Source: an optimization exercise on an open RTL-to-GDS flow (aim: small area). Production flows keep margins and buffers that such runs may drop. In this exercise RTL edits were held to simulation tests only and were not proved equivalent to the original. No activity file was given, so power comes from the tool's default toggle rates.

==> flow/design.v <==
package fp_pkg;
    localparam int unsigned FP_WIDTH   = 32;
    localparam int unsigned EXP_WIDTH  = 8;
    localparam int unsigned MAN_WIDTH  = 23;
    localparam int unsigned SIG_WIDTH  = MAN_WIDTH + 1;    
    localparam int unsigned RND_WIDTH  = SIG_WIDTH + 1;    
    localparam int unsigned PROD_WIDTH = 2 * SIG_WIDTH;
    localparam int unsigned EXPI_WIDTH = 10;               
    localparam int unsigned BIAS       = 127;
    localparam logic [FP_WIDTH-1:0] QNAN = 32'h7FC0_0000;
    typedef enum logic [1:0] {
        FP_ZERO,
        FP_NORM,
        FP_INF,
        FP_NAN
    } fp_class_e;
    typedef enum logic [2:0] {
        S_IDLE,
        S_UNPACK,
        S_MULT,
        S_NORM,
        S_PACK
    } state_e;
    typedef struct packed {
        logic                 sign;
        logic [EXP_WIDTH-1:0] exp;
        logic [SIG_WIDTH-1:0] man;
        fp_class_e            cls;
    } fp_unpacked_t;
endpackage
import fp_pkg::*;
module fp_classify
(
    input  logic [FP_WIDTH-1:0] op,
    output fp_pkg::fp_unpacked_t unp
);
    logic [EXP_WIDTH-1:0] exp_c;
    logic [MAN_WIDTH-1:0] frac_c;
    assign exp_c  = op[FP_WIDTH-2 -: EXP_WIDTH];
    assign frac_c = op[MAN_WIDTH-1:0];
    always_comb begin
        unp.sign = op[FP_WIDTH-1];
        unp.exp  = exp_c;
        unp.man  = {1'b1, frac_c};
        unp.cls  = FP_NORM;
        if (exp_c == '0) begin
            unp.cls = FP_ZERO;
            unp.man = '0;
        end else if (&exp_c) begin
            unp.cls = (frac_c != '0) ? FP_NAN : FP_INF;
        end
    end
endmodule
import fp_pkg::*;
module fp_mult_unit
(
    input  logic                clk,
    input  logic                rst_n,
    input  logic                clk_en,
    input  logic                start,
    input  logic [FP_WIDTH-1:0] dataa,
    input  logic [FP_WIDTH-1:0] datab,
    output logic [FP_WIDTH-1:0] result,
    output logic                done,
    output logic                busy
);
    localparam logic [4:0] C_LAST = 5'd23;
    localparam logic [4:0] C_PACK = 5'd26;
    logic                 busy_q, done_q;
    logic [4:0]           cnt_q;
    logic [MAN_WIDTH-1:0] mc_q;         
    logic [MAN_WIDTH-1:0] mp_q;         
    logic [SIG_WIDTH-1:0] acc_q;        
    logic                 stx_q;        
    logic                 g_q, r_q, st_q;
    logic [8:0]           e_q;          
    logic                 s_q;          
    logic                 nan_q;
    logic [7:0] ea, eb;
    logic       a_z, b_z, a_ff, b_ff, a_fnz, b_fnz, nan_c;
    assign ea    = dataa[30:23];
    assign eb    = datab[30:23];
    assign a_z   = ~|ea;
    assign b_z   = ~|eb;
    assign a_ff  = &ea;
    assign b_ff  = &eb;
    assign a_fnz = |dataa[22:0];
    assign b_fnz = |datab[22:0];
    assign nan_c = (a_ff & a_fnz) | (b_ff & b_fnz) | (a_ff & b_z) | (a_z & b_ff);
    logic       accept;
    logic [7:0] xa, xb;
    logic [8:0] esum;
    logic [8:0] ec;
    assign xa    = accept ? ea : e_q[7:0];
    assign xb    = accept ? eb : 8'd0;
    assign ec[0] = 1'b1;
    genvar k;
    generate
        for (k = 0; k < 8; k++) begin : g_eadd
            assign esum[k]  = xa[k] ^ xb[k] ^ ec[k];
            assign ec[k+1]  = (xa[k] & xb[k]) | (ec[k] & (xa[k] ^ xb[k]));
        end
    endgenerate
    assign esum[8] = (e_q[8] & ~accept) ^ ec[8];
    logic [8:0] eload;
    always_comb begin
        if (accept & (a_ff | b_ff))     eload = 9'h180;    
        else if (accept & (a_z | b_z))  eload = 9'h000;    
        else                            eload = esum;
    end
    logic run, mul, last, norm, pack;
    assign accept = clk_en & start & (~busy_q | done_q);
    assign run    = clk_en & busy_q & ~done_q;
    assign mul    = (cnt_q <= C_LAST);
    assign last   = (cnt_q == C_LAST);
    assign norm   = (cnt_q[4:1] == 4'b1100) & acc_q[SIG_WIDTH-1];    
    assign pack   = (cnt_q == C_PACK);
    logic                 b_bit;
    logic                 p23, rbl, rnd, cin;
    logic [SIG_WIDTH-1:0] addend;
    logic [SIG_WIDTH:0]   t;
    logic [SIG_WIDTH:0]   c;
    assign g_q    = mp_q[MAN_WIDTH-1];
    assign r_q    = mp_q[MAN_WIDTH-2];
    assign st_q   = stx_q | (|mp_q[MAN_WIDTH-3:0]);
    assign b_bit  = last | mp_q[0];
    assign addend = (mul & b_bit) ? {1'b1, mc_q} : '0;
    assign p23    = acc_q[0] ^ mc_q[0];
    assign rbl    = g_q & (p23 | r_q | st_q);
    assign rnd    = g_q & ~r_q & (st_q | acc_q[0]);
    assign cin    = last ? rbl : (~mul & rnd);
    assign c[0] = cin;
    generate
        for (k = 0; k < SIG_WIDTH; k++) begin : g_add
            assign t[k]   = acc_q[k] ^ addend[k] ^ c[k];
            assign c[k+1] = (acc_q[k] & addend[k]) | (c[k] & (acc_q[k] ^ addend[k]));
        end
    endgenerate
    assign t[SIG_WIDTH] = c[SIG_WIDTH];
    logic step;         
    assign step = mul | norm;
    logic ovf, unf, clr;
    assign ovf = e_q[8] & (e_q[7] | (&e_q[6:0]));
    assign unf = ~e_q[8] & (~e_q[7] | ~|e_q[6:0]);
    assign clr = nan_q | ovf | unf;
    always_ff @(posedge clk or negedge rst_n) begin
        if (!rst_n) begin
            busy_q <= 1'b0;
            done_q <= 1'b0;
        end else if (clk_en) begin
            if (accept)      busy_q <= 1'b1;
            else if (done_q) busy_q <= 1'b0;
            done_q <= ~accept & run & pack;
        end
    end
    always_ff @(posedge clk) begin
        if (accept) e_q <= eload;
        if (accept) begin
            cnt_q <= '0;
            mc_q  <= datab[22:0];
            mp_q  <= dataa[22:0];
            acc_q <= '0;
            stx_q <= 1'b0;
            s_q   <= (dataa[31] ^ datab[31]) & ~nan_c;
            nan_q <= nan_c;
        end else if (run) begin
            cnt_q <= cnt_q + 5'd1;
            if (step) begin
                acc_q <= t[SIG_WIDTH:1];
                mp_q  <= {t[0], mp_q[MAN_WIDTH-1:1]};
                if (~mul | last) stx_q <= stx_q | mp_q[0];
            end else if (pack & clr) begin
                acc_q <= {2'b00, nan_q, 21'd0};
                mp_q[MAN_WIDTH-1] <= 1'b0;
            end
            if (norm) e_q <= eload;
        end
    end
    assign result = {s_q, (ovf | nan_q) ? 8'hFF : unf ? 8'h00 : {~e_q[7], e_q[6:0]},
                     acc_q[21:0], g_q};
    assign done   = done_q;
    assign busy   = busy_q;
endmodule
==> flow/config.mk <==
export PLATFORM = sky130hd
export DESIGN_NAME = fp_mult_unit
export DESIGN_NICKNAME = fp_mult_unit
export VERILOG_FILES = /design/flow/design.v
export SDC_FILE = /design/flow/constraint.sdc
export NUM_CORES = 4
export LEC_CHECK = 0
export ABC_AREA = 1
export CAP_MARGIN = 20
export CORE_MARGIN = 2
export CORE_UTILIZATION = 60
export CTS_BUF_LIST = sky130_fd_sc_hd__clkbuf_8
export PLACE_DENSITY = 0.75
export SLEW_MARGIN = 20
==> flow/constraint.sdc <==
create_clock -name core_clock -period 12.0 [get_ports {clk}]
set_input_delay 2.4000 -clock core_clock [delete_from_list [all_inputs] [get_ports {clk}]]
set_output_delay 2.4000 -clock core_clock [all_outputs]
set_load 0.01 [all_outputs]
standard.sh (not shown) runs the stock make flow with config.mk's settings and CLKGATE_MAP_FILE= SYNTH_SCRIPT=/design/flow/synth_recipe.tcl, a recipe that flattens the netlist after the stock synthesis.
==> flow/flow/run.sh <==
#!/bin/bash
# Standard ORFS layout with two changes:
#  - synthesis maps logic with an area-only ABC script (flow/abc_area.script):
#    no timing-driven buffering or upsizing; the resizer repairs later steps;
#  - port buffers use the smallest buffer cell.
# Registers, power grid, taps and constraints are the standard flow's.
set -euo pipefail
W=$PWD
cat > "$W/my_synth.tcl" <<EOT
proc abc {args} {
  set i [lsearch -exact \$args -script]
  if {\$i >= 0} { lset args [expr {\$i + 1}] $W/flow/abc_area.script }
  yosys abc {*}\$args
}
source $W/synth_recipe.tcl
EOT
export BUFFER_PORTS_ARGS="-buffer_cell sky130_fd_sc_hd__buf_1"
export CTS_ARGS="-sink_clustering_enable -repair_clock_nets -buf_list sky130_fd_sc_hd__clkbuf_8 -dont_use_dummy_load"
bash standard.sh SYNTH_SCRIPT="$W/my_synth.tcl" finish > make_finish.log 2>&1
==> flow/flow/abc_area.script <==
strash
dc2
dch -f
amap
topo
The first run produced a clean layout.
Edit:
==> flow/flow/run.sh (replaced) <==
#!/bin/bash
# Standard ORFS layout; port buffers use the smallest buffer cell.
set -euo pipefail
export BUFFER_PORTS_ARGS="-buffer_cell sky130_fd_sc_hd__buf_1"
bash standard.sh finish > make_finish.log 2>&1
Settings changed: CORE_UTILIZATION 60 to 40, PLACE_DENSITY 0.75 to 0.6.
removed: flow/flow/abc_area.script
After rerunning: Non-clock buffer count came out lower by 1. Worst hold slack barely changes. Critical path depth falls by 1. Final cell count goes up by 31%. Sequential cell count does not change. Total power rose by about 3.7%. Count of clock-buffer cells in the layout does not change. Fmax barely changes. Cell area came out higher by about 8%.
Edit:
==> flow/flow/run.sh (replaced) <==
#!/bin/bash
# Standard ORFS layout with two changes:
#  - synthesis maps logic with an area-only ABC script (flow/abc_area.script):
#    no timing-driven buffering or upsizing; the resizer repairs later steps;
#  - port buffers use the smallest buffer cell.
# Registers, power grid, taps and constraints are the standard flow's.
set -euo pipefail
W=$PWD
cat > "$W/my_synth.tcl" <<EOT
proc abc {args} {
  set i [lsearch -exact \$args -script]
  if {\$i >= 0} { lset args [expr {\$i + 1}] $W/flow/abc_area.script }
  yosys abc {*}\$args
}
source $W/synth_recipe.tcl
EOT
export BUFFER_PORTS_ARGS="-buffer_cell sky130_fd_sc_hd__buf_1"
bash standard.sh SYNTH_SCRIPT="$W/my_synth.tcl" finish > make_finish.log 2>&1
==> flow/flow/abc_area.script (new file) <==
strash
dc2
dch -f
amap
topo
What happened: Via count goes down by 9.2%. Setup slack got worse by 0.0086 ns. Final area goes down by 4.6%. Synthesized cell count goes down by 26%.
Edit:
--- a/flow/flow/run.sh
+++ b/flow/flow/run.sh
@@ -17,0 +18 @@
+export CTS_ARGS="-sink_clustering_enable -repair_clock_nets -buf_list sky130_fd_sc_hd__clkbuf_8 -dont_use_dummy_load"
=> The changed run finished clean; wire length falls by 0.67%; area after synthesis is unchanged; cell count goes down by 1.1%; core utilization falls by 0.71 points; clock skew rose by 0.015 ns; synthesized cell count does not change.

==> port drivers added, routing unchanged <==
No port has a modelled driver above. Below, the same layouts with a new extraction and two added sets of constraints.
Step 1, drivers: a clkbuf_16 drives clk and a buf_2 each remaining input, both assumed.
Step 2 adds t to the input delays and takes it off the output delays; t is the mean of the earliest and latest rising clock arrival at the registers after step 1. Input paths then give back, and output paths get back, about the clock's delay inside the block.
Three values: no drivers, after step 1, after step 2; two values: the first two.
| run | t, ns | setup slack, ns | worst hold slack (ns) |
|---|---|---|---|
| the first run | 0.371 | 0.593 / 0.593 / 0.593 | 0.463 / 0.463 / 0.463 |
| the second run | 0.385 | 0.570 / 0.570 / 0.570 | 0.461 / 0.461 / 0.461 |
| the third run | 0.398 | 0.561 / 0.561 / 0.561 | 0.463 / 0.463 / 0.463 |
| the fourth run | 0.387 | 0.530 / 0.530 / 0.530 | 0.457 / 0.457 / 0.457 |
After both steps every run listed still meets setup and hold.
